What follows belongs to an exercise in optimizing a design on an open flow for small area, a short achievable clock period and few clock cycles; a production flow would make more cautious choices. Only simulation tests tie the RTL to the original design; equivalence was not proved. Power is estimated from default activity; no workload was simulated.

==> flow/design.v <==
package otem_pkg;
    localparam logic [1:0] CMD_TICK  = 2'd0;
    localparam logic [1:0] CMD_START = 2'd1;
    localparam logic [1:0] CMD_STOP  = 2'd2;
    localparam logic [1:0] CMD_SETP  = 2'd3;
    localparam int unsigned SLOT_W   = 4;
    localparam int unsigned DELAY_W  = 32;
    localparam int unsigned EXP_W    = 64;
    localparam int unsigned IN_DW    = 40;
    localparam int unsigned OUT_DW   = 72;
    localparam int unsigned MAX_EVENTS = 32;
    localparam int unsigned EVCNT_W    = 5;
endpackage
import otem_pkg::*;
module ordered_timer_expiry_manager_top
#(
    parameter int NUM_SLOTS = 16
) (
    input  logic              i_clk,
    input  logic              i_rst_n,
    input  logic              i_s_tvalid,
    output logic              o_s_tready,
    input  logic [IN_DW-1:0]  i_s_tdata,    
    input  logic [1:0]        i_s_tuser,    
    output logic              o_m_tvalid,
    input  logic              i_m_tready,
    output logic [OUT_DW-1:0] o_m_tdata,    
    output logic              o_m_tlast     
);
    localparam int N  = NUM_SLOTS;
    localparam int IW = $clog2(NUM_SLOTS);
    localparam int KW = DELAY_W + 1;            
    localparam int LW = 6;                      
    logic                r_in_vld;
    logic [1:0]          r_in_cmd;
    logic [IW-1:0]       r_in_slot;
    logic                r_in_range;
    logic [DELAY_W-1:0]  r_in_d;
    logic                r_in_per;
    logic [EXP_W-1:0]    r_t1;          
    logic [KW-1:0]       r_t2;          
    logic                r_open;        
    logic                r_closed;      
    logic                r_rdy;         
    logic                r_bub;         
    logic [EVCNT_W-1:0]  r_cnt;         
    logic [N-1:0]              r_arm;
    logic [N-1:0]              r_a;     
    logic [N-1:0]              r_u;     
    logic [N-1:0]              r_b1;
    logic [N-1:0]              r_b2;
    logic [N-1:0][KW-1:0]      r_k;
    logic [N-1:0][DELAY_W-1:0] r_p;
    logic [N-1:0]        r_w_hit;       
    logic                r_w_bp;        
    logic                r_w_x1, r_w_x2, r_w_x3;   
    logic                r_w_cf;        
    logic [KW-1:0]       r_w_add;       
    logic                r_w_cin;
    logic                r_out_vld;
    logic [SLOT_W-1:0]   r_out_slot;
    logic [EXP_W-1:0]    r_out_exp;
    logic                r_out_last;
    logic                out_free, take, cmd_go, due_cmd;
    logic [N-1:0]        due_now;       
    logic                in_vld_nx, ok_nx;
    logic                is_tick, is_start, is_stop, is_setp;
    logic                open_now;
    logic [EXP_W-1:0]    t1_inc;        
    logic [EXP_W-1:0]    t0_now, t1_now;   
    logic [EXP_W-1:0]    t1_dec;        
    logic [KW-1:0]       d_m1;          
    logic [KW-1:0]       tn_now;        
    logic [KW-1:0]       t2_inc;        
    logic [LW-1:0]       tn2_lo;        
    logic [N-1:0]        b;             
    logic [N-1:0]        sel_a, sel_b, sel;
    logic                any_a, any_b, from_a;
    logic                two_a, two_b, more_raw;
    logic                want, fire, more, close, still;
    logic [DELAY_W-1:0]  p_sel;
    logic                p_0, p_1, p_2, p_3;
    logic [IW-1:0]       f_slot;
    logic [KW-1:0]       new_k;
    logic [DELAY_W-1:0]  new_p;
    logic [N-1:0]        hit;           
    logic [N-1:0]        is0, is1, is2, is3;   
    assign out_free   = !r_out_vld || i_m_tready;
    assign o_s_tready = r_rdy;
    assign take       = i_s_tvalid && o_s_tready;
    assign o_m_tvalid = r_out_vld;
    assign o_m_tdata  = {4'b0, r_out_exp, r_out_slot};
    assign o_m_tlast  = r_out_last;
    assign due_now  = r_a | b;
    assign due_cmd  = |(hit & due_now);
    assign cmd_go   = r_in_vld && !r_bub &&
                      (!r_open || (r_in_cmd[1] && !due_cmd));
    assign is_tick  = cmd_go && (r_in_cmd == CMD_TICK);
    assign is_start = cmd_go && (r_in_cmd == CMD_START) && r_in_range;
    assign is_stop  = cmd_go && (r_in_cmd == CMD_STOP) && r_in_range;
    assign is_setp  = cmd_go && (r_in_cmd == CMD_SETP) && r_in_range;
    assign open_now = r_open || is_tick;
    always_comb begin
        logic [EXP_W-1:0] pt;
        pt = r_t1;
        for (int s = 1; s < EXP_W; s = s * 2) begin
            for (int i = EXP_W - 1; i >= 0; i--) begin
                if ((i / s) % 2 == 1) pt[i] = pt[i] & pt[(i / s) * s - 1];
            end
        end
        t1_inc = r_t1 ^ {pt[EXP_W-2:0], 1'b1};
    end
    always_comb begin
        logic [KW-1:0] pt;
        pt = r_t2;
        for (int s = 1; s < KW; s = s * 2) begin
            for (int i = KW - 1; i >= 0; i--) begin
                if ((i / s) % 2 == 1) pt[i] = pt[i] & pt[(i / s) * s - 1];
            end
        end
        t2_inc = r_t2 ^ {pt[KW-2:0], 1'b1};
    end
    always_comb begin
        logic [EXP_W-1:0] pz;
        pz = ~r_t1;
        for (int s = 1; s < EXP_W; s = s * 2) begin
            for (int i = EXP_W - 1; i >= 0; i--) begin
                if ((i / s) % 2 == 1) pz[i] = pz[i] & pz[(i / s) * s - 1];
            end
        end
        t1_dec = r_t1 ^ {pz[EXP_W-2:0], 1'b1};
    end
    assign t0_now = r_closed ? r_t1 : t1_dec;
    assign t1_now = r_closed ? t1_inc : r_t1;
    assign tn_now = r_closed ? r_t2 : r_t1[KW-1:0];
    assign tn2_lo = r_closed ? t2_inc[LW-1:0] : r_t2[LW-1:0];
    always_comb begin
        for (int i = 0; i < N; i++) begin
            b[i]   = r_arm[i] && (r_w_hit[i]  ? r_w_bp :
                                  r_closed    ? r_b2[i] : r_b1[i]);
            hit[i] = (r_in_slot == IW'(i));
            is0[i] = r_u[i] && (r_p[i][1:0] == 2'd3);
            is1[i] = r_u[i] && (r_p[i][1:0] == 2'd0);
            is2[i] = r_u[i] && (r_p[i][1:0] == 2'd1);
            is3[i] = r_u[i] && (r_p[i][1:0] == 2'd2);
        end
    end
    function automatic logic [N-1:0] first_set(input logic [N-1:0] v);
        logic [N-1:0] pre;
        pre = v;
        for (int s = 1; s < N; s = s * 2) begin
            for (int i = N - 1; i >= 0; i--) begin
                if ((i / s) % 2 == 1) pre[i] = pre[i] | pre[(i / s) * s - 1];
            end
        end
        first_set = v & ~{pre[N-2:0], 1'b0};
    endfunction
    assign sel_a = first_set(r_a);
    assign sel_b = first_set(b);
    assign any_a  = |r_a;
    assign any_b  = |b;
    assign from_a = any_a;
    assign sel    = any_a ? sel_a : sel_b;
    always_comb begin
        p_sel  = '0;
        f_slot = '0;
        for (int i = 0; i < N; i++) begin
            p_sel  = p_sel | ({DELAY_W{sel[i]}} & r_p[i]);
            f_slot = f_slot | ({IW{sel[i]}} & IW'(i));
        end
    end
    assign p_0 = |(sel & is0);
    assign p_1 = |(sel & is1);
    assign p_2 = |(sel & is2);
    assign p_3 = |(sel & is3);
    function automatic logic two_set(input logic [N-1:0] v);
        logic [N-1:0] an, tw;
        an = v;
        tw = '0;
        for (int w = N / 2; w >= 1; w = w / 2) begin
            for (int i = 0; i < w; i++) begin
                tw[i] = tw[2*i] || tw[2*i+1] || (an[2*i] && an[2*i+1]);
                an[i] = an[2*i] || an[2*i+1];
            end
        end
        two_set = tw[0];
    endfunction
    assign two_a    = two_set(r_a);
    assign two_b    = two_set(b);
    assign more_raw = any_a ? (two_a || any_b) : two_b;
    assign want  = open_now && (any_a || any_b);
    assign fire  = want && out_free;
    assign still = from_a && p_1;
    assign more  = (r_cnt != EVCNT_W'(MAX_EVENTS - 1)) && (more_raw || still);
    assign close = open_now && (!want || (fire && !more));
    assign d_m1  = KW'(r_in_d) - 1'b1;
    assign new_p = r_in_per || is_setp ? d_m1[DELAY_W-1:0] : '1;
    assign in_vld_nx = take || (r_in_vld && !cmd_go);
    assign ok_nx     = take ? (i_s_tuser[1] && !due_now[i_s_tdata[3:0]]) :
                              (r_in_cmd[1] && !due_cmd);
    always_ff @(posedge i_clk) begin
        for (int i = 0; i < N; i++) begin
            if (r_w_hit[i]) r_k[i] <= new_k;
            if ((is_start || is_setp) && hit[i]) begin
                r_p[i] <= new_p;
                r_u[i] <= !(r_in_per || is_setp) || (r_in_d[DELAY_W-1:2] == '0);
            end
            r_b1[i] <= r_w_hit[i] ? (r_w_cf ? r_w_x2 : r_w_x1) :
                       (r_k[i][KW-1:LW] == tn_now[KW-1:LW]) && (r_k[i][LW-1:0] == tn_now[LW-1:0]);
            r_b2[i] <= r_w_hit[i] ? (r_w_cf ? r_w_x3 : r_w_x2) :
                       (r_k[i][KW-1:LW] == tn_now[KW-1:LW]) && (r_k[i][LW-1:0] == tn2_lo);
        end
    end
    always_ff @(posedge i_clk) begin
        if (!i_rst_n) begin
            r_arm    <= '0;
            r_a      <= '0;
        end else begin
            for (int i = 0; i < N; i++) begin
                if (fire && sel[i]) begin
                    if (p_0) r_arm[i] <= 1'b0;
                end else if (is_start && hit[i]) begin
                    r_arm[i] <= 1'b1;
                end else if (is_stop && hit[i]) begin
                    r_arm[i] <= 1'b0;
                end
            end
            if (close) begin
                r_a <= (b & ~(fire ? sel : '0)) | (fire && still ? sel : '0);
            end else if (fire) begin
                r_a <= r_a & ~sel;
            end else if (is_start) begin
                r_a <= (r_a & ~hit) | (r_in_d == '0 ? hit : '0);
            end else if (is_stop) begin
                r_a <= r_a & ~hit;
            end
        end
    end
    always_ff @(posedge i_clk) begin
        if (fire)          r_w_hit <= p_0 ? '0 : sel;
        else if (is_start) r_w_hit <= hit;
        else               r_w_hit <= '0;
    end
    always_ff @(posedge i_clk) begin
        if (open_now) begin
            r_w_add  <= KW'(p_sel);
            r_w_cin  <= !from_a;
            r_w_x1   <= from_a && p_1;
            r_w_x2   <= from_a ? p_2 : p_1;
            r_w_x3   <= from_a ? p_3 : p_2;
            r_w_cf   <= close;
            r_w_bp   <= close ? (from_a ? p_2 : p_1) : (from_a && p_1);
        end else begin
            r_w_add  <= d_m1;
            r_w_cin  <= 1'b0;
            r_w_x1   <= (r_in_d == DELAY_W'(1));
            r_w_x2   <= (r_in_d == DELAY_W'(2));
            r_w_x3   <= (r_in_d == DELAY_W'(3));
            r_w_cf   <= 1'b0;
            r_w_bp   <= (r_in_d == DELAY_W'(1));
        end
    end
    always_comb begin
        logic [KW-1:0] a, bb, g, p;
        a  = r_t1[KW-1:0];
        bb = r_w_add;
        g  = a & bb;
        p  = a ^ bb;
        g[0] = g[0] | (p[0] & r_w_cin);
        for (int s = 1; s < KW; s = s * 2) begin
            for (int i = KW - 1; i >= 0; i--) begin
                if ((i / s) % 2 == 1) begin
                    g[i] = g[i] | (p[i] & g[(i / s) * s - 1]);
                    p[i] = p[i] & p[(i / s) * s - 1];
                end
            end
        end
        new_k = (a ^ bb) ^ {g[KW-2:0], r_w_cin};
    end
    always_ff @(posedge i_clk) begin
        if (!i_rst_n) begin
            r_in_vld  <= 1'b0;
            r_rdy     <= 1'b1;
            r_t1      <= EXP_W'(1);
            r_t2      <= KW'(2);
            r_open    <= 1'b0;
            r_closed  <= 1'b0;
            r_bub     <= 1'b0;
            r_cnt     <= '0;
            r_out_vld <= 1'b0;
        end else begin
            if (take)        r_in_vld <= 1'b1;
            else if (cmd_go) r_in_vld <= 1'b0;
            r_open   <= open_now && !close;
            r_closed <= close;
            r_bub    <= close && (tn_now[LW-1:0] == '1);
            r_rdy    <= !in_vld_nx ||
                        (!(close && (tn_now[LW-1:0] == '1)) && (!(open_now && !close) || ok_nx));
            if (r_closed) begin
                r_t1 <= t1_inc;
                r_t2 <= t2_inc;
            end
            if (close) begin
                r_cnt  <= '0;
            end else if (fire) begin
                r_cnt  <= r_cnt + 1'b1;
            end
            if (fire)            r_out_vld <= 1'b1;
            else if (i_m_tready) r_out_vld <= 1'b0;
        end
    end
    always_ff @(posedge i_clk) begin
        if (take) begin
            r_in_cmd   <= i_s_tuser;
            r_in_slot  <= IW'(i_s_tdata[3:0]);
            r_in_range <= (32'(i_s_tdata[3:0]) < 32'(NUM_SLOTS));
            r_in_d     <= i_s_tdata[35:4];
            r_in_per   <= i_s_tdata[36];
        end
        if (fire) begin
            r_out_slot <= SLOT_W'(f_slot);
            r_out_exp  <= from_a ? t0_now : t1_now;
            r_out_last <= !more;
        end
    end
endmodule
==> flow/flow/run.sh <==
#!/bin/bash
set -euo pipefail
bash standard.sh SETUP_SLACK_MARGIN=6.5 finish > standard_flow.log 2>&1
==> flow/standard.sh <==
#!/bin/bash
# synth_recipe.tcl (not shown) runs the flow's synth.tcl, then flattens the netlist and writes it again
# the make line also repeats each setting of config.mk as NAME=value (left out here)
make -C /OpenROAD-flow-scripts/flow DESIGN_CONFIG=/design/flow/config.mk WORK_HOME=/design/flow/orfs CLKGATE_MAP_FILE= SYNTH_SCRIPT=/design/flow/synth_recipe.tcl "${@:-finish}"
==> flow/config.mk <==
export PLATFORM = sky130hd
export DESIGN_NAME = ordered_timer_expiry_manager_top
export DESIGN_NICKNAME = ordered_timer_expiry_manager_top
export VERILOG_FILES = /design/flow/design.v
export SDC_FILE = /design/flow/constraint.sdc
export NUM_CORES = 4
export LEC_CHECK = 0
export ABC_AREA = 1
export CAP_MARGIN = 20
export CORE_MARGIN = 2
export CORE_UTILIZATION = 40
export CTS_CLUSTER_DIAMETER = 60
export CTS_CLUSTER_SIZE = 25
export SLEW_MARGIN = 20
==> flow/constraint.sdc <==
create_clock -name core_clock -period 10.0 [get_ports {i_clk}]
set_input_delay 2.0000 -clock core_clock [delete_from_list [all_inputs] [get_ports {i_clk}]]
set_output_delay 2.0000 -clock core_clock [all_outputs]
set_load 0.01 [all_outputs]
==> summary.txt, run 1 <==
Antenna Cells: 0
Worst Path Required: 10.69 ns
GP Congestion: 0.9606
Critical Path Start Type: flip-flop
Hold Buf Count CTS: 0
wire per inst: 26.02 um
Slew @ Worst Pin: 1.058 ns
Levels on crit path: 14
commonest cells after routing, fill and taps aside: edfxtp_1, nand2_1, xor2_1, inv_1, nor2_1
first-pass GRT wire length: 290.3 mm
post-route setup TNS: 0 ns
#FFs+latches synth: 1391
Starting Density: 0.4025
Reg2Reg Depth: 14
core box area: 156200 um2
Flop pwr share: 0.491
area delta synth->final: 17.82%
Worst Skew: 0.03562 ns
number of synthesized flops with an enable pin: 1164
run status: timing/DRC/antenna clean
post-route minimum period: 3.591 ns
Clk network pwr share: 0.356
Longest Clk Path Bufs: 3
synthesized area: 62880 um2
Arr. time, crit path: 4.28 ns
wirelength, routed: 207.3 mm
Worst path max stage delay: 0.62 ns
worst rel slew slack: 0.2944
kind of critical path: reg -> reg
clk sinks: 1391
H-tree depth: 3
Detailed Routing Iterations Pass 1: 6
Switching Share: 0.2974
Worst Setup End Kind: flip-flop
Via Count: 45668
Total GRT Usage: 0.2457
Synth Flop Type: edfxtp_1
Hold Slack: 0.4636 ns
initial antenna violation count: 4
unique cell type count in the Yosys netlist: 78
DP HPWL: 118.1 mm
Yosys warnings: 1
Vert. Die Dim: 400.5 um
Crit path top cell by count: nand2_1
register area share after synthesis: 0.6281
NetSw: 4.046 mW
Final #Nets: 5915
combinational share of power: 0.154
RSZ-0062 raised after global routing: yes
Cell Rows: 145
layout cells sized above 1: 0.1417
Synth Instances: 5516
Syn Area/Cell: 11.40 um2
post-route ant nets: 0
Clock transition at path regs: 0.08 ns
R2R setup slack: 6.41 ns
VDD IR max: 143.8 uV
vias in the first global route: 42430
die width: 400.5 um
CTS buffer count: 110
Tot Pwr: 13.60 mW
Fmax achieved: 278.5 MHz
total die area: 160400 um2
Int Power: 9.559 mW
Synth async-reset ratio: 0
CP max FO: 12
final max-slew violation count: 0
WP buf/inv: 2
# port buffers: 113
Static Leak: 26.91 nW
clock latency (worst-skew pair): 0.78 ns
CTS tree: built
Max Cap Viol: 0
Root Buffer: clkbuf_16
hold violation total from the final report: 0
Worst Hold Depth: 2
maximum number of pins on one net before global-route repair: 97
initial DRC count: 5580
power per cell area: 183.6 nW/um2
worst hold path type: reg -> reg
endpoints failing setup: 0
grt total ovfl: 0
commonest non-fill, non-tap cell in the layout: edfxtp_1
Residual DRC: 0
fin crit share: 0.3591
DR vias/cell: 5.733
delay-heaviest family, CP: simple AND/OR/NAND/NOR gates
# IOs: 121
critical-path cell list: nor2_2 > nand2_2 > nor2_4 > buf_4 > buf_4 > nand2_2 > o21ai_0 > o22ai_1 > nor2_1 > and3_4 > nand2_1 > nand2_1 > nand2_1 > a21oi_1
slowest CP cell: o21ai_0
[synth_stat cells (106+ instances only)]
library cell | n | share of area
edfxtp_1 | 1164 | 0.56
nand4_1 | 161 | 0.016
inv_1 | 455 | 0.027
nand3_1 | 241 | 0.019
a21oi_1 | 162 | 0.013
nand2_1 | 818 | 0.049
clkbuf_1 | 110 | 0.0066
o21ai_0 | 207 | 0.016
a22o_1 | 108 | 0.015
xor2_1 | 458 | 0.064
xnor2_1 | 139 | 0.019
dfxtp_1 | 227 | 0.072
nor2_1 | 379 | 0.023
nor4_1 | 106 | 0.011
[worst min-delay path, delay by kind of cell, from the launching register on]
kind             cells  cell delay [ns]
AO/OA/AOI/OAI        1             0.05
flip-flops           1             0.31
AND/OR/NAND/NOR      1             0.06
[stage by stage]
stage          setup WS (ns)  utilization  instance area [um2]  std cells
4_1_cts                6.424       0.4641                72490       7891
3_3_place_gp           4.006       0.4274                66760       7595
3_5_place_dp           4.008       0.4274                66760       7595
6_report               6.409       0.4743                74090       7966
5_1_grt                6.353       0.4743                74090       7966
2_1_floorplan          6.380            -                62990       5519
[per-layer routing]
layer  vias to the layer above  GRT usage  part of all wire  routed length (um)
li1                      20276          -                 -                   -
met4                         0    0.07815             0.038                7833
met1                     22608     0.3371              0.40               83840
met3                       441    0.03745             0.093               19240
met5                         -          0                 0                   0
met2                      2343     0.4010              0.46               96370
[kinds of logic (layout without fill, tap and decap cells)]
| group | count (synthesis) | in the layout | share of synthesized area |
|---|---|---|---|
| and+or+nand+nor | 1918 | 1933 | 0.1398 |
| DFF | 1391 | 1391 | 0.6281 |
| AOI/OAI and AO/OA | 865 | 865 | 0.09157 |
| buffers and inverters | 680 | 1054 | 0.04403 |
| xor gates and xnor gates | 597 | 597 | 0.08315 |
| adders and majority gates | 59 | 59 | 0.01246 |
| muxes | 5 | 5 | 0.0007960 |
| other | 1 | 4 | 0.00005964 |
[flip-flops by register name, indices dropped and copies added (netlist names), 2 cells and up, named ones only]
register and flops:
r_p 512, r_u 16, r_k 528, r_in_slot 4, r_out_slot 4, r_cnt 5
r_b2 16, r_in_cmd 2, r_in_d 32, r_out_exp 64, r_t1 64, r_b1 16
r_w_add 33, r_t2 33, r_w_hit 16, r_arm 16
[cell type report]
class | count | area (um2)
sequential | 1391 | 39570
multi-input combinational | 3463 | 22050
clock inverter | 96 | 1260
inverter | 468 | 1821
fill | 13918 | 82120
tap | 2058 | 2575
clock buffer | 114 | 2778
timing repair inverter | 4 | 36.28
timing repair buffer | 372 | 4003
[what timing repair did]
action	in CTS	in global routing
pin swaps	30	53
resized for setup	321	198
setup buffers	71	57
cloned	15	18
endpoints found under the setup margin	1603	1057
[power groups by stage]
stage	registers [mW]	logic (mW)	clock network (mW)
2_1_floorplan	6.79	0.989	0
3_5_place_dp	6.83	1.78	0
6_report	6.68	2.09	4.84
4_1_cts	6.67	1.91	4.90
3_3_place_gp	6.83	1.76	0
5_1_grt	6.69	2.19	5.12
[worst paths after layout]
check	from	end
min reg2reg	r_arm[13]	r_arm[13]
max	flip-flop	r_arm[6]
min	r_arm[13]	r_arm[13]
max reg2reg	flip-flop	r_arm[6]
Testbench counts, summed over its fixed seeds: cycles 5,875.
==> run 2: changes to the inputs <==
--- a/flow/config.mk
+++ b/flow/config.mk
@@ -8,7 +8,7 @@
 export ABC_AREA = 1
 export CAP_MARGIN = 20
 export CORE_MARGIN = 2
-export CORE_UTILIZATION = 40
-export CTS_CLUSTER_DIAMETER = 60
-export CTS_CLUSTER_SIZE = 25
+export CORE_UTILIZATION = 55
+export CTS_CLUSTER_DIAMETER = 70
+export CTS_CLUSTER_SIZE = 30
 export SLEW_MARGIN = 20
==> summary.txt, run 2 <==
dpl cells: 7043
Worst Path Required: 8.00 ns
die width: 342.1 um
Core Util, Final: 0.6375
Final #Nets: 5879
wirelength, routed: 196.3 mm
area delta synth->final: 15.45%
NetSw: 3.860 mW
# IOs: 121
core box area: 113900 um2
initial DRC count: 5544
Tot Pwr: 12.98 mW
Cell Rows: 124
Detailed Routing Iterations Pass 1: 6
DP HPWL: 114.1 mm
worst reg2reg startpoint: r_closed
filler instances: 9036
worst hold path type: reg -> reg
multi-input logic area: 21970 um2
combinational share of power: 0.156
Arr. time, crit path: 1.45 ns
CP Launch Point: r_out_exp[18]
total die area: 117100 um2
placed cell areas: 66090 um2
clock latency (worst-skew pair): 0.73 ns
Root Buffer: clkbuf_16
Critical Path Start Type: flip-flop
Synth Instances: 5516
R2R setup slack: 6.57 ns
delay-heaviest family, CP: flip-flops
H-tree depth: 3
fin crit share: 0.3446
final max-slew violation count: 0
Total GRT Usage: 0.3240
CP endpoint: o_m_tdata[22]
worst rel slew slack: 0.2860
Clk network pwr share: 0.331
Worst R2R End: r_b2[6]
slowest CP cell: edfxtp_1
count leader, synth: edfxtp_1
first-pass GRT wire length: 276.5 mm
Longest Clk Path Bufs: 3
Starting Density: 0.5522
DR vias/cell: 6.063
vias in the first global route: 41313
run status: timing/DRC/antenna clean
Largest Register: r_k
Int Power: 9.117 mW
Levels on crit path: 1
Top Registers: r_k x528, r_p x512
wire per inst: 26.65 um
register area share after synthesis: 0.6281
Synth area leaders: edfxtp_1, dfxtp_1, xor2_1, nand2_1, inv_1
Layout Cells excl Fill: 7365
GP Congestion: 0.9575
Flop pwr share: 0.513
final setup margin: 6.554 ns
Via Count: 44652
number of synthesized flops with an enable pin: 1164
endpoints failing setup: 0
CTS buffer count: 88
max FFs per register: 528
initial antenna violation count: 5
final instance area: 72600 um2
grt total ovfl: 0
Worst Skew: 0.04330 ns
Synth async-reset ratio: 0
Clock transition at path regs: 0.09 ns
synthesized area: 62880 um2
CTS tree: built
Static Leak: 26.55 nW
Hold Slack: 0.4595 ns
power per cell area: 178.8 nW/um2
VDD IR max: 153.7 uV
clk sinks: 1391
commonest non-fill, non-tap cell in the layout: edfxtp_1
Worst Setup End Kind: output port
Max Cap Viol: 0
Syn Area/Cell: 11.40 um2
Yosys warnings: 1
unique cell type count in the Yosys netlist: 78
RSZ-0062 raised after global routing: yes
Reg2Reg Depth: 10
area occupied by registers: 39560 um2
CP max FO: 1
WP buf/inv: 1
post-route minimum period: 3.446 ns
# port buffers: 113
Worst path max stage delay: 0.43 ns
post-route ant nets: 0
Residual DRC: 0
Switching Share: 0.2975
Fmax achieved: 290.2 MHz
Synth area leader: edfxtp_1
Vert. Die Dim: 342.1 um
layout cells sized above 1: 0.1311
#FFs+latches synth: 1391
Slew @ Worst Pin: 1.071 ns
critical-path cell list: dlygate4sd2_1
hold violation total from the final report: 0
kind of critical path: reg -> out
commonest cells after routing, fill and taps aside: edfxtp_1, nand2_1, xor2_1, inv_1, nor2_1
list of most frequent post-synthesis cells: edfxtp_1, nand2_1, xor2_1, inv_1, nor2_1
post-place setup slack: 4.544 ns
Synth Flop Type: edfxtp_1
maximum number of pins on one net before global-route repair: 99
post-route setup TNS: 0 ns
top cell type's share of synthesized area: 0.5559
run 2: timing repair:
| item | CTS | global route |
|---|---|---|
| pin swaps | 30 | 54 |
| buffers inserted | 59 | 74 |
| cloned | 10 | 10 |
| resized for setup | 297 | 137 |
| endpoints found under the setup margin | 1714 | 1337 |
| hold buffers | 0 | 0 |
run 2: area by class of cell:
type | count | share of cell area
flip-flops and latches | 1391 | 0.5450
multi-input cells | 3456 | 0.3027
repair buffers | 367 | 0.05446
clock buffers | 96 | 0.03190
well taps | 1512 | 0.02606
inverters | 468 | 0.02513
clock inverters | 70 | 0.01448
repair inverters | 2 | 0.0002240
diodes | 3 | 0.0001034
run 2: logic make-up after synthesis:
logic type	share of synthesized area
xor gates and xnor gates	0.08315
AOI/OAI and AO/OA	0.09157
buffers and inverters	0.04403
adders and majority gates	0.01246
muxes	0.0007960
DFF	0.6281
other	0.00005964
and+or+nand+nor	0.1398
run 2: worst min path at each step:
stage | start | to | slack [ns] | depth (start not counted)
6_report | r_arm[15] | r_arm[15] | 0.46 | 2
5_1_grt | r_arm[7] | r_arm[7] | 0.48 | 2
4_1_cts | r_arm[7] | r_arm[7] | 0.46 | 2
3_5_place_dp | r_arm[7] | r_arm[7] | 0.45 | 2
3_3_place_gp | r_arm[6] | r_arm[6] | 0.45 | 2
2_1_floorplan | r_arm[4] | r_arm[4] | 0.44 | 2
run 2: routing by layer:
layer | track usage | up-vias | part of all wire
met5 | 0 | - | 0.000071
met4 | 0.1059 | 2 | 0.034
met3 | 0.03900 | 383 | 0.082
met2 | 0.5402 | 2063 | 0.48
met1 | 0.4435 | 21991 | 0.41
li1 | - | 20213 | -
run 2: power by group through the flow:
stage	sequential (mW)	combinational (mW)	clock [mW]
after global placement	6.82	1.76	0
final	6.66	2.02	4.29
after global routing	6.67	2.12	4.53
after detailed placement	6.82	1.76	0
after CTS	6.67	1.89	4.33
after floorplan	6.79	0.989	0
==> run 3: changes to the inputs <==
==> flow/flow/run.sh (replaced) <==
#!/bin/bash
set -euo pipefail
bash standard.sh SETUP_SLACK_MARGIN=6.5 "BUFFER_PORTS_ARGS=-buffer_cell sky130_fd_sc_hd__buf_4" finish > standard_flow.log 2>&1
==> summary.txt, run 3 <==
combinational share of power: 0.160
unique cell type count in the Yosys netlist: 78
Int Power: 9.246 mW
wire per inst: 27.33 um
worst rel slew slack: 0.2277
power per cell area: 179.9 nW/um2
Syn Area/Cell: 11.40 um2
core box area: 113900 um2
area occupied by registers: 39570 um2
Worst Setup End Kind: flip-flop
Root Buffer: clkbuf_16
simple-gate share of the synthesized area: 0.1398
Residual DRC: 0
worst hold path type: reg -> reg
commonest cells after routing, fill and taps aside: edfxtp_1, nand2_1, xor2_1, inv_1, nor2_1
Compound-Gate Fraction of Synth Area: 0.09157
layout cells sized above 1: 0.1584
Clk network pwr share: 0.332
list of most frequent post-synthesis cells: edfxtp_1, nand2_1, xor2_1, inv_1, nor2_1
filler instances: 8940
Post-Synth XOR/XNOR Area: 0.08315
# port buffers: 113
die width: 342.1 um
Starting Density: 0.5522
Flop pwr share: 0.508
multi-input logic area: 22110 um2
Detailed Routing Iterations Pass 1: 7
Core Util, Final: 0.6401
CTS tree: built
CTS buffer count: 93
top cell type's share of synthesized area: 0.5559
maximum number of pins on one net before global-route repair: 99
wirelength, routed: 202.2 mm
VDD IR max: 193.6 uV
CP Launch Point: r_closed
synthesized area: 62880 um2
vias in the first global route: 41654
Via Count: 45111
Synth Instances: 5516
Total GRT Usage: 0.3302
initial DRC count: 5994
NetSw: 3.866 mW
post-route ant nets: 0
Vert. Die Dim: 342.1 um
max FFs per register: 528
Largest Register: r_k
endpoints failing setup: 0
Final #Nets: 5916
Arr. time, crit path: 4.14 ns
CP max FO: 36
first-pass GRT wire length: 281.2 mm
commonest non-fill, non-tap cell in the layout: edfxtp_1
Synth async-reset ratio: 0
initial antenna violation count: 7
register area share after synthesis: 0.6281
fin crit share: 0.3565
Switching Share: 0.2949
grt total ovfl: 0
RSZ-0062 raised after global routing: yes
Clock transition at path regs: 0.09 ns
area delta synth->final: 15.92%
total die area: 117100 um2
#FFs+latches synth: 1391
clk sinks: 1391
Synth area leaders: edfxtp_1, dfxtp_1, xor2_1, nand2_1, inv_1
Slew @ Worst Pin: 1.157 ns
Cell Rows: 124
# IOs: 121
worst reg2reg startpoint: r_closed
Longest Clk Path Bufs: 3
kind of critical path: reg -> reg
DP HPWL: 114.0 mm
Post-Synth Adder-Cell Area: 0.01246
run status: timing/DRC/antenna clean
count leader, synth: edfxtp_1
Fmax achieved: 280.5 MHz
number of synthesized flops with an enable pin: 1164
Worst Path Required: 10.58 ns
post-route setup TNS: 0 ns
Yosys warnings: 1
Static Leak: 26.78 nW
Worst Skew: 0.03513 ns
main combinational cell family by area after synthesis: simple AND/OR/NAND/NOR gates
post-route minimum period: 3.565 ns
H-tree depth: 3
DR vias/cell: 6.096
Synth area leader: edfxtp_1
hold violation total from the final report: 0
GP Congestion: 0.9625
Top Registers: r_k x528, r_p x512
mux cell area share after synthesis: 0.0007959
Max Cap Viol: 0
Synth Flop Type: edfxtp_1
Critical Path Start Type: flip-flop
hold path start: r_arm[8]
clock latency (worst-skew pair): 0.72 ns
final max-slew violation count: 0
run 3: cells by family (layout without fill, tap and decap cells):
kind of cell	count (synthesis)	in the layout
buffers and inverters	680	1034
adders and majority gates	59	59
xor gates and xnor gates	597	597
muxes	5	5
AOI/OAI and AO/OA	865	865
and+or+nand+nor	1918	1930
other	1	7
DFF	1391	1391
run 3: path summary, 6_finish.rpt:
check	end	slack, ns	depth (start not counted)
min	r_arm[8]	0.46	2
min reg2reg	r_arm[8]	0.46	2
max	r_w_add[0]	6.43	14
max reg2reg	r_w_add[0]	6.43	14
run 3: area by class of cell:
class	instances	share of cell area
repair inverters	3	0.0003433
clock inverters	70	0.01449
inverters	468	0.02497
diodes	3	0.0001030
multi-input cells	3460	0.3033
well taps	1512	0.02595
flip-flops and latches	1391	0.5428
clock buffers	99	0.03266
repair buffers	394	0.05530
run 3: power by group through the flow:
stage | sequential (mW) | clock (mW) | combinational, mW
after CTS | 6.67 | 4.40 | 1.94
after global placement | 6.82 | 0 | 1.75
after detailed placement | 6.82 | 0 | 1.75
after floorplan | 6.79 | 0 | 0.989
after global routing | 6.68 | 4.60 | 2.19
final | 6.67 | 4.35 | 2.09
run 3: through the flow:
stage	power (mW)	area, um2	worst slack, ns	hold WS (ns)	cells
floorplan	7.777	62990	6.380	0.4351	5519
global placement	8.565	65790	4.250	0.4454	7043
detailed placement	8.573	65790	4.250	0.4485	7043
CTS	13.01	71130	6.500	0.4590	7298
global route	13.47	72890	6.389	0.4695	7397
finish	13.11	72890	6.435	0.4602	7400
run 3: routing by layer:
metal	track usage	part of all wire
met5	0	0.000079
met4	0.1072	0.038
met3	0.04261	0.083
met2	0.5529	0.48
met1	0.4484	0.40
run 3: repair_timing:
| item | CTS | global route |
|---|---|---|
| pin swaps | 33 | 44 |
| endpoints found under the setup margin | 1580 | 1447 |
| hold buffers | 0 | 0 |
| gates cloned | 19 | 12 |
| gates resized for setup | 217 | 174 |
| setup buffers | 67 | 87 |
run 3: worst max-delay path, stage by stage (launching register included):
cell	delay [ns]
dfxtp_4	0.45
inv_6	0.09
buf_12	0.17
nand2_1	0.08
nand3_2	0.14
nand2_4	0.19
nand2_8	0.10
nor2_4	0.21
nand3_1	0.12
nand2_2	0.08
buf_4	0.60
inv_1	0.26
o21ai_0	0.40
a211oi_1	0.14
a41oi_1	0.39
==> run 4: changes to the inputs <==
--- a/flow/design.v
+++ b/flow/design.v
@@ -95,8 +95,8 @@
     assign due_cmd  = |(hit & due_now);
     assign cmd_go   = r_in_vld && !r_bub &&
                       (!r_open || (r_in_cmd[1] && !due_cmd));
-    assign is_tick  = cmd_go && (r_in_cmd == CMD_TICK);
-    assign is_start = cmd_go && (r_in_cmd == CMD_START) && r_in_range;
+    assign is_tick  = r_in_vld && !r_bub && !r_open && (r_in_cmd == CMD_TICK);
+    assign is_start = r_in_vld && !r_bub && !r_open && (r_in_cmd == CMD_START) && r_in_range;
     assign is_stop  = cmd_go && (r_in_cmd == CMD_STOP) && r_in_range;
     assign is_setp  = cmd_go && (r_in_cmd == CMD_SETP) && r_in_range;
     assign open_now = r_open || is_tick;
@@ -194,7 +194,7 @@
     assign more  = (r_cnt != EVCNT_W'(MAX_EVENTS - 1)) && (more_raw || still);
     assign close = open_now && (!want || (fire && !more));
     assign d_m1  = KW'(r_in_d) - 1'b1;
-    assign new_p = r_in_per || is_setp ? d_m1[DELAY_W-1:0] : '1;
+    assign new_p = r_in_per || (r_in_cmd == CMD_SETP) ? d_m1[DELAY_W-1:0] : '1;
     assign in_vld_nx = take || (r_in_vld && !cmd_go);
     assign ok_nx     = take ? (i_s_tuser[1] && !due_now[i_s_tdata[3:0]]) :
                               (r_in_cmd[1] && !due_cmd);
@@ -203,7 +203,7 @@
             if (r_w_hit[i]) r_k[i] <= new_k;
             if ((is_start || is_setp) && hit[i]) begin
                 r_p[i] <= new_p;
-                r_u[i] <= !(r_in_per || is_setp) || (r_in_d[DELAY_W-1:2] == '0);
+                r_u[i] <= !(r_in_per || (r_in_cmd == CMD_SETP)) || (r_in_d[DELAY_W-1:2] == '0);
             end
             r_b1[i] <= r_w_hit[i] ? (r_w_cf ? r_w_x2 : r_w_x1) :
                        (r_k[i][KW-1:LW] == tn_now[KW-1:LW]) && (r_k[i][LW-1:0] == tn_now[LW-1:0]);
@@ -231,7 +231,7 @@
                 r_a <= r_a & ~sel;
             end else if (is_start) begin
                 r_a <= (r_a & ~hit) | (r_in_d == '0 ? hit : '0);
-            end else if (is_stop) begin
+            end else if (r_in_vld && !r_bub && !r_open && (r_in_cmd == CMD_STOP)) begin
                 r_a <= r_a & ~hit;
             end
         end
==> flow/flow/run.sh (replaced) <==
#!/bin/bash
set -euo pipefail
bash standard.sh SETUP_SLACK_MARGIN=6.5 finish > standard_flow.log 2>&1
--- a/flow/config.mk
+++ b/flow/config.mk
@@ -8,7 +8,7 @@
 export ABC_AREA = 1
 export CAP_MARGIN = 20
 export CORE_MARGIN = 2
-export CORE_UTILIZATION = 55
+export CORE_UTILIZATION = 40
 export CTS_CLUSTER_DIAMETER = 70
 export CTS_CLUSTER_SIZE = 30
 export SLEW_MARGIN = 20
==> summary.txt, run 4 <==
run status: timing/DRC/antenna clean
initial antenna violation count: 8
H-tree depth: 3
layout cells sized above 1: 0.1390
kind of critical path: reg -> out
clock latency (worst-skew pair): 0.78 ns
wire per inst: 25.16 um
Syn Area/Cell: 11.26 um2
Total GRT Usage: 0.2424
Synth Flop Type: edfxtp_1
Longest Clk Path Bufs: 3
Slew @ Worst Pin: 1.140 ns
Detailed Routing Iterations Pass 1: 7
register area share after synthesis: 0.6290
Worst Setup End Kind: output port
GP Congestion: 0.9512
number of synthesized flops with an enable pin: 1164
Clock transition at path regs: 0.11 ns
slowest CP cell: edfxtp_1
Reg2Reg Depth: 14
Via Count: 45078
# IOs: 121
worst rel slew slack: 0.2390
Static Leak: 27.20 nW
# port buffers: 113
commonest cells after routing, fill and taps aside: edfxtp_1, nand2_1, xor2_1, inv_1, nor2_1
post-route minimum period: 3.545 ns
Yosys warnings: 1
top cell type's share of synthesized area: 0.5566
endpoints failing setup: 0
final max-slew violation count: 0
post-route ant nets: 0
list of most frequent post-synthesis cells: edfxtp_1, nand2_1, xor2_1, nor2_1, inv_1
area delta synth->final: 17.88%
Residual DRC: 0
Critical Path Start Type: flip-flop
VDD IR max: 188.6 uV
WP buf/inv: 1
post-route setup TNS: 0 ns
CP Launch Point: r_out_exp[7]
clk sinks: 1391
Worst path max stage delay: 0.55 ns
power per cell area: 188.2 nW/um2
Root Buffer: clkbuf_16
Max Cap Viol: 0
Largest Register: r_k
commonest non-fill, non-tap cell in the layout: edfxtp_1
initial DRC count: 5703
worst reg2reg startpoint: r_closed
critical-path cell list: buf_2
count leader, synth: edfxtp_1
Levels on crit path: 1
total die area: 160200 um2
worst hold path type: reg -> reg
Fmax achieved: 282.1 MHz
maximum number of pins on one net before global-route repair: 87
Worst R2R End: r_b2[6]
grt total ovfl: 0
fin crit share: 0.3545
CP max FO: 1
CTS tree: built
DP HPWL: 116.2 mm
Synth Instances: 5576
CP endpoint: o_m_tdata[11]
Cell Rows: 145
Final #Nets: 5964
wirelength, routed: 201.4 mm
Worst Skew: 0.04807 ns
DR vias/cell: 5.633
Synth async-reset ratio: 0
RSZ-0062 raised after global routing: yes
die width: 400.2 um
Worst Path Required: 8.00 ns
Worst Hold Depth: 2
Vert. Die Dim: 400.2 um
synthesized area: 62790 um2
Synth area leader: edfxtp_1
Tot Pwr: 13.93 mW
vias in the first global route: 41924
Core Util, Final: 0.4744
R2R setup slack: 6.53 ns
max FFs per register: 528
CTS buffer count: 95
Starting Density: 0.4025
Synth area leaders: edfxtp_1, dfxtp_1, xor2_1, nand2_1, nor2_1
core box area: 156000 um2
first-pass GRT wire length: 284.8 mm
#FFs+latches synth: 1391
Arr. time, crit path: 1.54 ns
hold violation total from the final report: 0
unique cell type count in the Yosys netlist: 77
Top Registers: r_k x528, r_p x512
delay-heaviest family, CP: flip-flops
## run 4: cell count changes after synthesis, sizes merged, moves of 15 or more
cell    previous run  this run
a22o             108        86
nor2             403       471
o22ai             51        36
a221oi            31        59
nand4            162       120
xnor2            139       108
xor2             458       476
nand3            247       232
a22oi             31         5
o21ai            238       255
a211oi            55        39
nand2            842       937
## run 4: how the worst min path moves through the flow
stage / from / endpoint
3_5_place_dp: r_arm[6] / r_arm[6]
4_1_cts: r_arm[6] / r_arm[6]
2_1_floorplan: r_arm[6] / r_arm[6]
3_3_place_gp: r_arm[6] / r_arm[6]
5_1_grt: r_cnt[4] / r_cnt[4]
6_report: r_cnt[4] / r_cnt[4]
## run 4: repair_timing
action / in CTS / in global routing
pin swaps: 36 / 48
hold buffers: 0 / 0
resized for setup: 368 / 179
gates cloned: 16 / 5
setup endpoints to repair: 1176 / 1079
setup buffers: 103 / 62
## run 4: per-layer routing
layer / global-route usage / vias up / wire length (um)
met1: 0.3322 / 22158 / 82620
met4: 0.09044 / 2 / 8765
met2: 0.3913 / 2188 / 92680
li1: - / 20309 / -
met5: 0 / - / 11
met3: 0.03433 / 421 / 17280
## run 4: per-stage QoR
step	worst slack, ns	hold slack, ns	instances	instance area, um2
after floorplan	6.509	0.4351	5579	62950
after global placement	4.499	0.4495	7633	66680
after detailed placement	4.466	0.4545	7634	66710
after CTS	6.406	0.4671	7933	72660
after global routing	6.427	0.4986	8000	74020
final	6.455	0.4753	8002	74020
## run 4: area by class of cell
cell class,count,area [um2]
antenna,2,5.005
clock inverter,84,1300
timing repair inverter,3,35.03
timing repair buffer,389,4293
sequential,1391,39570
fill,13878,82000
tap,2058,2575
clock buffer,96,2402
multi-input combinational,3521,22030
inverter,458,1813
## run 4: cell families after synthesis
family,synth area share
and+or+nand+nor,0.1430
muxes,0.001176
AOI/OAI and AO/OA,0.08957
adders and majority gates,0.01247
buffers and inverters,0.04312
other,0.00005972
DFF,0.6290
xor gates and xnor gates,0.08158
## run 4: where the power goes
| part | switching [mW] | internal [mW] |
|---|---|---|
| clock network | 2.42 | 2.12 |
| logic | 1.82 | 0.794 |
| registers | 0.134 | 6.64 |
| total | 4.37 | 9.56 |
Testbench counts of run 4, summed over its fixed seeds: cycles 5,875.
==> run 5: changes to the inputs <==
--- a/flow/design.v
+++ b/flow/design.v
@@ -29,7 +29,7 @@
 );
     localparam int N  = NUM_SLOTS;
     localparam int IW = $clog2(NUM_SLOTS);
-    localparam int KW = DELAY_W + 1;            
+    localparam int KW = DELAY_W;                
     localparam int LW = 6;                      
     logic                r_in_vld;
     logic [1:0]          r_in_cmd;
--- a/flow/config.mk
+++ b/flow/config.mk
@@ -8,7 +8,7 @@
 export ABC_AREA = 1
 export CAP_MARGIN = 20
 export CORE_MARGIN = 2
-export CORE_UTILIZATION = 40
+export CORE_UTILIZATION = 55
 export CTS_CLUSTER_DIAMETER = 70
 export CTS_CLUSTER_SIZE = 30
 export SLEW_MARGIN = 20
==> summary.txt, run 5 <==
Starting Density: 0.5526
Cell Rows: 123
CP Launch Point: r_closed
post-route setup TNS: 0 ns
final instance area: 73030 um2
Post-Synth XOR/XNOR Area: 0.06635
main combinational cell family by area after synthesis: simple AND/OR/NAND/NOR gates
Flop pwr share: 0.497
Arr. time, crit path: 4.05 ns
RSZ-0062 raised after global routing: yes
Synth Instances: 5585
vias in the first global route: 42114
Core Util, Final: 0.6518
register area share after synthesis: 0.6296
Slew @ Worst Pin: 1.162 ns
DP HPWL: 116.1 mm
Root Buffer: clkbuf_16
initial DRC count: 6441
final setup margin: 6.378 ns
CTS tree: built
Detailed Routing Iterations Pass 1: 6
dpl cells: 7089
synthesized area: 61910 um2
list of most frequent post-synthesis cells: edfxtp_1, nand2_1, inv_1, nor2_1, xor2_1
Residual DRC: 0
#FFs+latches synth: 1373
top cell type's share of synthesized area: 0.5568
VDD IR max: 195.0 uV
Switching Share: 0.3169
Layout Cells excl Fill: 7475
GP Congestion: 0.9593
Int Power: 9.165 mW
fin crit share: 0.3622
first-pass GRT wire length: 292.9 mm
CTS buffer count: 85
# port buffers: 113
maximum number of pins on one net before global-route repair: 88
Worst Skew: 0.03713 ns
wirelength, routed: 213.1 mm
simple-gate share of the synthesized area: 0.1466
Worst Path Required: 10.43 ns
layout cells sized above 1: 0.1428
H-tree depth: 3
Synth Flop Type: edfxtp_1
Hold Buf Count CTS: 0
Clk network pwr share: 0.303
worst rel slew slack: 0.2255
commonest non-fill, non-tap cell in the layout: edfxtp_1
post-place setup slack: 4.752 ns
worst hold path type: reg -> reg
hold violation total from the final report: 0
Clock transition at path regs: 0.09 ns
hold path start: r_t2[10]
post-route minimum period: 3.622 ns
Top Registers: r_k x512, r_p x512
Static Leak: 26.43 nW
combinational share of power: 0.200
worst reg2reg startpoint: r_closed
# IOs: 121
grt total ovfl: 0
kind of critical path: reg -> reg
Post-Synth Adder-Cell Area: 0.01265
Syn Area/Cell: 11.08 um2
Worst Setup End Kind: flip-flop
clk sinks: 1373
Yosys warnings: 1
commonest cells after routing, fill and taps aside: edfxtp_1, nand2_1, inv_1, nor2_1, xor2_1
power per cell area: 183.7 nW/um2
wire per inst: 28.50 um
mux cell area share after synthesis: 0.0006467
Longest Clk Path Bufs: 3
endpoints failing setup: 0
Synth area leader: edfxtp_1
NetSw: 4.252 mW
number of synthesized flops with an enable pin: 1148
Synth async-reset ratio: 0
area delta synth->final: 17.96%
Via Count: 46297
count leader, synth: edfxtp_1
DR vias/cell: 6.194
Synth area leaders: edfxtp_1, dfxtp_1, nand2_1, xor2_1, inv_1
Compound-Gate Fraction of Synth Area: 0.09701
CP max FO: 8
core box area: 112000 um2
filler instances: 8732
Final #Nets: 6006
placed cell areas: 65180 um2
die width: 339.5 um
post-route ant nets: 0
total die area: 115300 um2
Total GRT Usage: 0.3515
clock latency (worst-skew pair): 0.72 ns
Fmax achieved: 276.1 MHz
initial antenna violation count: 6
run status: timing/DRC/antenna clean
Vert. Die Dim: 339.5 um
Max Cap Viol: 0
Critical Path Start Type: flip-flop
unique cell type count in the Yosys netlist: 73
final max-slew violation count: 0
## run 5: cell types whose count changed after synthesis, sizes merged, moves of 21 or more
cell    previous run  this run
a211oi            39        13
a21oi            183       146
a221oi            59       120
a22o              86        50
inv              455       511
nand2            937       916
nand3            232       273
nand4            120       159
nor4             111        65
o21ai            255       289
o22ai             36        85
xnor2            108       160
xor2             476       309
## run 5: power by group through the flow
stage | logic [mW] | registers (mW) | clock network, mW
2_1_floorplan | 1.16 | 6.78 | 0
3_3_place_gp | 2.14 | 6.82 | 0
3_5_place_dp | 2.15 | 6.82 | 0
4_1_cts | 2.43 | 6.67 | 4.08
5_1_grt | 2.79 | 6.68 | 4.30
6_report | 2.68 | 6.67 | 4.06
## run 5: routing by layer
metal	global-route usage	share of wire
met5	0	0.000061
met2	0.5564	0.46
met4	0.1303	0.046
met1	0.4909	0.40
met3	0.05892	0.10
## run 5: layout make-up
class | count | area (um2) | share of cell area
Antenna cell | 2 | 5.005 | 0.00006853
Timing Repair inverter | 4 | 31.28 | 0.0004283
Inverter | 515 | 2021 | 0.02767
Tap cell | 1500 | 1877 | 0.02570
Sequential cell | 1373 | 39060 | 0.5348
Clock buffer | 93 | 2231 | 0.03055
Multi-Input combinational cell | 3488 | 21750 | 0.2978
Timing Repair Buffer | 434 | 5172 | 0.07083
Clock inverter | 66 | 883.3 | 0.01210
## run 5: kinds of logic after synthesis
logic type               after synthesis
AND/OR/NAND/NOR                     2038
flip-flops                          1373
AO/OA/AOI/OAI                        909
buffers and inverters                732
XOR/XNOR                             469
adder cells (fa/ha/maj)               59
multiplexers                           4
other                                  1
## run 5: repair_timing
action | 4_1_cts | 5_1_grt
setup endpoints to repair | 1267 | 1115
setup buffers | 89 | 90
gates cloned | 24 | 22
resized for setup | 363 | 224
pin swaps | 37 | 73
endpoints found under the hold margin | 0 | 0
## run 5: path summary, 6_finish.rpt
path,end,slack [ns],cells after the start
setup / recovery,r_u[7],6.38,19
hold / removal,r_t2[10],0.46,1
setup reg to reg,r_u[7],6.38,19
hold reg to reg,r_t2[10],0.46,1
## run 5: per-stage QoR
stage / hold slack [ns] / total power, mW
2_1_floorplan: 0.4223 / 7.936
3_3_place_gp: 0.4358 / 8.954
3_5_place_dp: 0.4542 / 8.974
4_1_cts: 0.4660 / 13.18
5_1_grt: 0.4941 / 13.78
6_report: 0.4637 / 13.42
## run 5: critical path: stages, from the launching register on
cell and delay (ns):
dfxtp_4 0.49, inv_12 0.09, buf_12 0.17, nand2_1 0.08, nand3_2 0.16, nand2_4 0.14, inv_1 0.07, nor2_2 0.19
o22ai_1 0.21, a211oi_2 0.22, nand3_1 0.17, nor2_2 0.17, nand2_2 0.08, nand2_2 0.12, a21oi_4 0.10, buf_12 0.22
buf_6 0.12, nor2_4 0.15, buf_12 0.17, clkbuf_16 0.20
Testbench counts of run 5, summed over its fixed seeds: cycles 5,875.
==> run 6: changes to the inputs <==
--- a/flow/config.mk
+++ b/flow/config.mk
@@ -8,7 +8,7 @@
 export ABC_AREA = 1
 export CAP_MARGIN = 20
 export CORE_MARGIN = 2
-export CORE_UTILIZATION = 55
+export CORE_UTILIZATION = 70
 export CTS_CLUSTER_DIAMETER = 70
 export CTS_CLUSTER_SIZE = 30
 export SLEW_MARGIN = 20
==> summary.txt, run 6 <==
Max Cap Viol: 0
multi-input logic area: 22150 um2
final setup margin: 6.273 ns
power per cell area: 178.7 nW/um2
unique cell type count in the Yosys netlist: 73
Starting Density: 0.7038
Longest Clk Path Bufs: 3
R2R setup slack: 6.27 ns
first-pass GRT wire length: 271.5 mm
CTS buffer count: 68
commonest non-fill, non-tap cell in the layout: edfxtp_1
Via Count: 47532
commonest cells after routing, fill and taps aside: edfxtp_1, nand2_1, inv_1, nor2_1, xor2_1
worst reg2reg startpoint: r_t1[0]
Cell Rows: 109
post-route setup TNS: 0 ns
Total GRT Usage: 0.4109
Worst Path Required: 10.44 ns
Critical Path Start Type: flip-flop
fin crit share: 0.3727
slowest CP cell: fa_2
initial DRC count: 7297
#FFs+latches synth: 1373
area delta synth->final: 15.19%
wirelength, routed: 199.8 mm
area occupied by registers: 39070 um2
grt total ovfl: 0
hold violation total from the final report: 0
Hold Buf Count CTS: 0
clock latency (worst-skew pair): 0.71 ns
post-route ant nets: 0
critical-path cell list: inv_4 > fa_2 > inv_2 > fa_2 > nand3_2 > nand2_2 > nand3_2 > nand2_2 > nand2_1 > nand2_2 > a21o_1 > nand2_2 > nand2_2 > a21o_1 > a21oi_4 > o21ai_2 > nand2_2 > nand2_4 > inv_2 > fa_2 > clkinvlp_4 > clkbuf_16
Synth Instances: 5585
total die area: 90840 um2
Slew @ Worst Pin: 1.150 ns
RSZ-0062 raised after global routing: yes
CTS tree: built
Fmax achieved: 268.3 MHz
layout cells sized above 1: 0.1296
top cell type's share of synthesized area: 0.5568
run status: timing/DRC/antenna clean
Worst Hold Depth: 1
Static Leak: 25.71 nW
hold path start: r_t2[10]
DR vias/cell: 6.754
Root Buffer: clkbuf_16
Crit path top cell by count: nand2_2
CP max FO: 8
# port buffers: 113
list of most frequent post-synthesis cells: edfxtp_1, nand2_1, inv_1, nor2_1, xor2_1
die width: 301.4 um
Detailed Routing Iterations Pass 1: 7
CP Launch Point: r_t1[0]
vias in the first global route: 43031
clk sinks: 1373
H-tree depth: 3
maximum number of pins on one net before global-route repair: 100
count leader, synth: edfxtp_1
WP buf/inv: 5
Levels on crit path: 22
Vert. Die Dim: 301.4 um
Worst Skew: 0.04165 ns
# IOs: 121
Worst R2R End: r_k[496]
delay-heaviest family, CP: adder cells
filler instances: 5113
register area share after synthesis: 0.6296
worst rel slew slack: 0.2332
Synth async-reset ratio: 0
Reg2Reg Depth: 22
kind of critical path: reg -> reg
initial antenna violation count: 2
core box area: 87970 um2
GP Congestion: 1.015
final max-slew violation count: 0
DP HPWL: 108.1 mm
worst hold path type: reg -> reg
VDD IR max: 185.3 uV
synthesized area: 61910 um2
Yosys warnings: 1
endpoints failing setup: 0
Clock transition at path regs: 0.11 ns
Top Registers: r_k x512, r_p x512
Synth Flop Type: edfxtp_1
Arr. time, crit path: 4.17 ns
Synth area leaders: edfxtp_1, dfxtp_1, nand2_1, xor2_1, inv_1
Synth area leader: edfxtp_1
number of synthesized flops with an enable pin: 1148
Final #Nets: 5926
Syn Area/Cell: 11.08 um2
Hold Path End: r_t2[10]
Core Util, Final: 0.8107
wire per inst: 28.39 um
Worst Setup End Kind: flip-flop
Worst path max stage delay: 0.54 ns
post-route minimum period: 3.727 ns
Residual DRC: 0
post-place setup slack: 4.468 ns
## run 6: cell counts after synthesis
No cell type changed its count.
## run 6: timing repair
item                                     CTS  global route
endpoints found under the setup margin  1232          1062
resized for setup                        309           295
gates cloned                              14            26
setup buffers                             54            78
pin swaps                                 29            80
## run 6: worst max path at each step
stage / to / slack (ns)
floorplan: r_p[0] / 6.51
global placement: flip-flop / 4.49
detailed placement: flip-flop / 4.47
CTS: r_k[240] / 6.33
global route: r_k[368] / 6.17
finish: r_k[496] / 6.27
## run 6: logic make-up after synthesis
logic type,count (synthesis),synth area share
AO/OA/AOI/OAI,909,0.09701
flip-flops,1373,0.6296
AND/OR/NAND/NOR,2038,0.1466
multiplexers,4,0.0006468
XOR/XNOR,469,0.06635
buffers and inverters,732,0.04703
adder cells (fa/ha/maj),59,0.01265
other,1,0.00006057
## run 6: stage by stage
stage | cell area (um2) | cells | total power [mW] | hold slack, ns
finish | 71310 | 7038 | 12.75 | 0.4679
floorplan | 62090 | 5588 | 7.936 | 0.4223
detailed placement | 64610 | 6744 | 8.840 | 0.4463
global placement | 64600 | 6744 | 8.811 | 0.4397
global route | 71310 | 7037 | 13.01 | 0.4939
CTS | 68830 | 6933 | 12.41 | 0.4664
## run 6: area by class of cell
class / count / share of cell area
well taps: 1165 / 0.02044
diodes: 1 / 0.00003509
multi-input cells: 3500 / 0.3106
inverters: 515 / 0.02834
repair buffers: 361 / 0.05864
flip-flops and latches: 1373 / 0.5479
repair inverters: 2 / 0.0001930
clock inverters: 42 / 0.008773
clock buffers: 79 / 0.02504
## run 6: worst register-to-register path, delay by kind of cell (launching register included)
kind	cells	cell delay, ns
AO/OA/AOI/OAI	4	0.62
buffers and inverters	5	0.61
adder cells (fa/ha/maj)	3	1.09
flip-flops	1	0.38
AND/OR/NAND/NOR	10	0.76
## run 6: routing by layer
| layer | part of all wire | global-route usage | routed length [um] |
|---|---|---|---|
| met5 | 0 | 0 | 0 |
| met4 | 0.080 | 0.2152 | 16040 |
| met3 | 0.14 | 0.08544 | 27900 |
| met2 | 0.45 | 0.6526 | 90110 |
| met1 | 0.33 | 0.5385 | 65720 |
## run 6: power by group
group	leakage [nW]	internal (mW)	switching, mW	total (mW)
logic	12.4	0.759	1.82	2.58
registers	12.2	6.55	0.135	6.69
clock network	1.16	1.52	1.96	3.48
==> run 7: changes to the inputs <==
--- a/flow/design.v
+++ b/flow/design.v
@@ -29,7 +29,7 @@
 );
     localparam int N  = NUM_SLOTS;
     localparam int IW = $clog2(NUM_SLOTS);
-    localparam int KW = DELAY_W;                
+    localparam int KW = DELAY_W + 1;            
     localparam int LW = 6;                      
     logic                r_in_vld;
     logic [1:0]          r_in_cmd;
--- a/flow/config.mk
+++ b/flow/config.mk
@@ -8,7 +8,7 @@
 export ABC_AREA = 1
 export CAP_MARGIN = 20
 export CORE_MARGIN = 2
-export CORE_UTILIZATION = 70
+export CORE_UTILIZATION = 55
 export CTS_CLUSTER_DIAMETER = 70
 export CTS_CLUSTER_SIZE = 30
 export SLEW_MARGIN = 20
==> summary.txt, run 7 <==
run status: timing/DRC/antenna clean
# IOs: 121
Yosys warnings: 1
filler instances: 8576
maximum number of pins on one net before global-route repair: 97
Largest Register: r_k
Longest Clk Path Bufs: 3
VDD IR max: 196.2 uV
CTS tree: built
DR vias/cell: 6.120
# port buffers: 113
Hold Buf Count CTS: 0
dpl cells: 7086
global routing met2 resource utilization: 0.5419
Cell Rows: 123
vias in the first global route: 41483
grt total ovfl: 0
post-route setup TNS: 0 ns
Worst Hold Depth: 2
Top Registers: r_k x528, r_p x512
Worst Skew: 0.04017 ns
GP Congestion: 0.9473
Max Cap Viol: 0
synthesized area: 62790 um2
M3 GR Usage: 0.04599
Detailed Routing Iterations Pass 1: 8
Slew @ Worst Pin: 1.183 ns
Synth async-reset ratio: 0
clock latency (worst-skew pair): 0.72 ns
Starting Density: 0.5566
commonest cells after routing, fill and taps aside: edfxtp_1, nand2_1, xor2_1, inv_1, nor2_1
wirelength, routed: 205.5 mm
top cell type's share of synthesized area: 0.5566
kind of critical path: reg -> reg
Root Buffer: clkbuf_16
Clock transition at path regs: 0.10 ns
endpoints failing setup: 0
Final #Nets: 5987
Layout Cells excl Fill: 7453
#FFs+latches synth: 1391
gr busiest metal: met2
Reg2Reg Depth: 13
Synth area leaders: edfxtp_1, dfxtp_1, xor2_1, nand2_1, nor2_1
Residual DRC: 0
wire per inst: 27.57 um
area delta synth->final: 18.05%
multi-input logic area: 23070 um2
Worst Setup End Kind: flip-flop
Synth Instances: 5576
worst rel slew slack: 0.2105
max FFs per register: 528
core box area: 112800 um2
Synth area leader: edfxtp_1
area occupied by registers: 39570 um2
final max-slew violation count: 0
clk sinks: 1391
Core Util, Final: 0.6571
Tot Pwr: 13.51 mW
Worst Path Required: 10.40 ns
Total GRT Usage: 0.3329
initial antenna violation count: 10
count leader, synth: edfxtp_1
Vert. Die Dim: 341.9 um
Static Leak: 27.35 nW
worst hold path type: reg -> reg
die width: 341.9 um
list of most frequent post-synthesis cells: edfxtp_1, nand2_1, xor2_1, nor2_1, inv_1
initial DRC count: 5431
hold violation total from the final report: 0
CP max FO: 10
commonest non-fill, non-tap cell in the layout: edfxtp_1
DP HPWL: 115.7 mm
fin crit share: 0.3637
number of synthesized flops with an enable pin: 1164
Critical Path Start Type: flip-flop
met1 Usage GRT: 0.4638
H-tree depth: 3
first-pass GRT wire length: 282.7 mm
Arr. time, crit path: 4.04 ns
Synth Flop Type: edfxtp_1
register area share after synthesis: 0.6290
Syn Area/Cell: 11.26 um2
layout cells sized above 1: 0.1471
unique cell type count in the Yosys netlist: 77
RSZ-0062 raised after global routing: yes
post-route minimum period: 3.637 ns
CTS buffer count: 82
Via Count: 45614
power per cell area: 182.2 nW/um2
Fmax achieved: 275.0 MHz
total die area: 116900 um2
post-route ant nets: 0
==> run 7: changes by cell type in the layout (fill, tap and decap cells not counted), sizes merged, moves of 23 or more <==
cell,before,now
o21ai,289,255
inv,527,482
nand3,273,232
xor2,309,476
o22ai,85,36
a21oi,146,183
nand4,159,120
a211oi,13,39
nor4,65,111
xnor2,160,108
nand2,932,955
a221oi,120,59
a22o,50,86
buf,227,280
==> run 7: path summary, 6_finish.rpt <==
check / start / to / slack [ns]
min reg2reg: r_cnt[4] / r_cnt[4] / 0.48
min: r_cnt[4] / r_cnt[4] / 0.48
max reg2reg: r_t1[17] / r_k[30] / 6.36
max: r_t1[17] / r_k[30] / 6.36
==> run 7: critical path: stages, from the launching register on <==
cell and delay [ns]:
dfxtp_1 0.47, ha_1 0.37, a21oi_1 0.32, nor2_1 0.10
nor2_2 0.26, nor2_1 0.09, nor2_2 0.28, o21ai_0 0.22
a21oi_2 0.28, inv_1 0.21, a31oi_2 0.35, nand2_4 0.11
nand2_8 0.13, nand2_8 0.13
==> run 7: metal layers <==
metal,part of all wire,up-vias
met5,0.000034,-
met4,0.036,2
met1,0.40,22427
li1,-,20349
met3,0.096,372
met2,0.47,2464
==> run 7: cell type report <==
cell class | instances | share of cell area
repair inverters | 4 | 0.0005739
inverters | 458 | 0.02478
multi-input cells | 3538 | 0.3112
diodes | 4 | 0.0001350
well taps | 1500 | 0.02532
repair buffers | 407 | 0.06169
clock inverters | 65 | 0.01411
flip-flops and latches | 1391 | 0.5337
clock buffers | 86 | 0.02846
==> run 7: per-stage QoR <==
step / hold WS (ns) / area, um2 / setup WS (ns)
4_1_cts: 0.4813 / 71610 / 6.344
3_3_place_gp: 0.4470 / 66040 / 4.305
5_1_grt: 0.5092 / 74120 / 6.242
6_report: 0.4807 / 74130 / 6.363
2_1_floorplan: 0.4351 / 62950 / 6.509
3_5_place_dp: 0.4658 / 66040 / 4.242
==> run 7: cell families (layout without fill, tap and decap cells) <==
family,Yosys count,count (layout),share of synthesized area
muxes,7,7,0.001176
and+or+nand+nor,2014,2033,0.1430
other,1,8,0.00005972
AOI/OAI and AO/OA,851,851,0.08957
xor gates and xnor gates,584,584,0.08158
adders and majority gates,59,59,0.01247
DFF,1391,1391,0.6290
buffers and inverters,669,1020,0.04312
==> run 7: what timing repair did <==
action / CTS / global route
pin swaps: 39 / 100
endpoints found under the setup margin: 1138 / 1050
resized for setup: 365 / 293
endpoints found under the hold margin: 0 / 0
buffers inserted: 80 / 86
cloned: 24 / 21
==> run 7: where the power goes <==
part | total [mW] | internal [mW] | switching, mW
sequential | 6.77 | 6.64 | 0.128
combinational | 2.65 | 0.796 | 1.85
clock | 4.09 | 1.79 | 2.30
total | 13.5 | 9.23 | 4.27
Testbench counts of run 7, summed over its fixed seeds: cycles 5,875.
==> run 8: changes to the inputs <==
==> flow/flow/run.sh (replaced) <==
#!/bin/bash
set -euo pipefail
bash standard.sh SETUP_SLACK_MARGIN=6.8 finish > standard_flow.log 2>&1
==> summary.txt, run 8 <==
H-tree depth: 3
Syn Area/Cell: 11.26 um2
count leader, synth: edfxtp_1
# IOs: 121
# port buffers: 113
Slew @ Worst Pin: 1.168 ns
Vert. Die Dim: 341.9 um
Max Cap Viol: 0
worst hold path type: reg -> reg
post-route ant nets: 0
Worst Setup End Kind: flip-flop
grt total ovfl: 0
Synth Instances: 5576
commonest non-fill, non-tap cell in the layout: edfxtp_1
Worst Skew: 0.04111 ns
Fmax achieved: 279.3 MHz
Critical Path Start Type: flip-flop
filler instances: 7803
worst rel slew slack: 0.2203
#FFs+latches synth: 1391
post-route setup TNS: 0 ns
Synth area leader: edfxtp_1
CP max FO: 16
Clock transition at path regs: 0.10 ns
fin crit share: 0.3581
RSZ-0062 raised after global routing: yes
DR vias/cell: 6.290
number of synthesized flops with an enable pin: 1164
die width: 341.9 um
Synth async-reset ratio: 0
hold violation total from the final report: 0
commonest cells after routing, fill and taps aside: edfxtp_1, nand2_1, xor2_1, inv_1, nor2_1
Residual DRC: 0
CTS buffer count: 83
slowest CP cell: dfxtp_4
GP Congestion: 0.9430
VDD IR max: 169.1 uV
max FFs per register: 528
Worst Path Required: 10.40 ns
clock latency (worst-skew pair): 0.74 ns
list of most frequent post-synthesis cells: edfxtp_1, nand2_1, xor2_1, nor2_1, inv_1
DP HPWL: 115.8 mm
wire per inst: 30.25 um
run status: timing/DRC/antenna clean
Via Count: 48665
maximum number of pins on one net before global-route repair: 104
placed cell areas: 66040 um2
initial DRC count: 6607
total die area: 116900 um2
area delta synth->final: 27.01%
Arr. time, crit path: 3.98 ns
Total GRT Usage: 0.3854
Top Registers: r_k x528, r_p x512
kind of critical path: reg -> reg
CTS tree: built
Worst path max stage delay: 0.40 ns
final instance area: 79750 um2
power per cell area: 174.9 nW/um2
final max-slew violation count: 0
critical-path cell list: inv_4 > fa_2 > inv_2 > fa_2 > nand3_2 > nand2_2 > nand3_2 > nand2_2 > nand2_2 > nand2_2 > a21o_1 > nand2_1 > nand2_2 > a21o_1 > a21oi_4 > o21ai_4 > nand2_4 > buf_4 > buf_4 > nand2_4 > nand3_1 > nand3_2 > nand2_8
wirelength, routed: 234.0 mm
initial antenna violation count: 7
Cell Rows: 123
Static Leak: 30.05 nW
unique cell type count in the Yosys netlist: 77
Yosys warnings: 1
Detailed Routing Iterations Pass 1: 8
Root Buffer: clkbuf_16
Final #Nets: 6273
clk sinks: 1391
Largest Register: r_k
vias in the first global route: 44193
Synth area leaders: edfxtp_1, dfxtp_1, xor2_1, nand2_1, nor2_1
first-pass GRT wire length: 318.5 mm
layout cells sized above 1: 0.2263
register area share after synthesis: 0.6290
endpoints failing setup: 0
post-route minimum period: 3.581 ns
Crit path top cell by count: nand2_2
synthesized area: 62790 um2
Synth Flop Type: edfxtp_1
Starting Density: 0.5566
top cell type's share of synthesized area: 0.5566
Longest Clk Path Bufs: 3
core box area: 112800 um2
-- run 8: cell count changes in the layout (fill, tap and decap cells not counted), moves of 24 or more --
cell           before  now
buf_12             47  104
buf_16              5   74
buf_2               8   69
buf_4             182  255
buf_6              21   87
dlygate4sd2_1      64    0
nand2_1           814  762
nand2_4            41   75
nand3_1           188  159
nor2_1            404  380
-- run 8: power breakdown --
group / internal, mW / switching, mW
logic: 0.998 / 2.06
clock network: 1.82 / 2.31
registers: 6.64 / 0.126
total: 9.46 / 4.50
-- run 8: final cells by class --
class | instances | area (um2) | area share
Inverter | 458 | 1867 | 0.02341
Timing Repair inverter | 9 | 86.33 | 0.001083
Tap cell | 1500 | 1877 | 0.02353
Multi-Input combinational cell | 3538 | 24090 | 0.3021
Sequential cell | 1391 | 39610 | 0.4966
Clock buffer | 89 | 2163 | 0.02713
Antenna cell | 2 | 5.005 | 0.00006275
Timing Repair Buffer | 687 | 9062 | 0.1136
Clock inverter | 63 | 992.2 | 0.01244
-- run 8: critical path, delay by kind of cell (launching register included) --
family,cells,cell delay (ns)
adders and majority gates,2,0.55
AOI/OAI and AO/OA,4,0.57
and+or+nand+nor,13,1.32
buffers and inverters,4,0.39
DFF,1,0.40
-- run 8: final timing paths --
path,end,slack [ns],startpoint,cells past startpoint
worst max register to register,r_k[414],6.42,r_w_add[0],23
worst min-delay path,r_arm[6],0.46,r_arm[6],2
worst max-delay path,r_k[414],6.42,r_w_add[0],23
worst min register to register,r_arm[6],0.46,r_arm[6],2
-- run 8: cells by family after synthesis --
kind of cell / after synthesis / synth area share
XOR/XNOR: 584 / 0.08158
multiplexers: 7 / 0.001176
AO/OA/AOI/OAI: 851 / 0.08957
buffers and inverters: 669 / 0.04312
AND/OR/NAND/NOR: 2014 / 0.1430
other: 1 / 0.00005972
flip-flops: 1391 / 0.6290
adder cells (fa/ha/maj): 59 / 0.01247
-- run 8: metrics by stage --
step | utilization | std cells | power [mW] | hold slack, ns | setup slack [ns]
after global placement | 0.5851 | 7079 | 9.057 | 0.4464 | 4.743
final | 0.7070 | 7737 | 13.95 | 0.4604 | 6.419
after floorplan | - | 5579 | 8.103 | 0.4351 | 6.696
after global routing | 0.7069 | 7735 | 14.27 | 0.4887 | 6.328
after CTS | 0.6811 | 7614 | 13.68 | 0.4629 | 6.527
after detailed placement | 0.5854 | 7081 | 9.071 | 0.4476 | 4.641
-- run 8: repair_timing --
item,in CTS,in global routing
gates resized for setup,953,406
buffers inserted,279,105
hold buffers,0,0
setup endpoints to repair,1291,1247
pin swaps,124,163
gates cloned,102,15
-- run 8: routing by layer --
metal | routed length (um) | track usage
met1 | 84050 | 0.5040
met5 | 45 | 0
met2 | 104000 | 0.5979
met3 | 26620 | 0.07512
met4 | 19330 | 0.2339

Setup slack of run 8, layout unchanged: 6.419 ns with ideal ports, 6.419 ns with driving cells assumed (clock clkbuf_16, inputs buf_2), 6.019 ns with port delays also shifted by the 0.796 ns mid clock arrival.
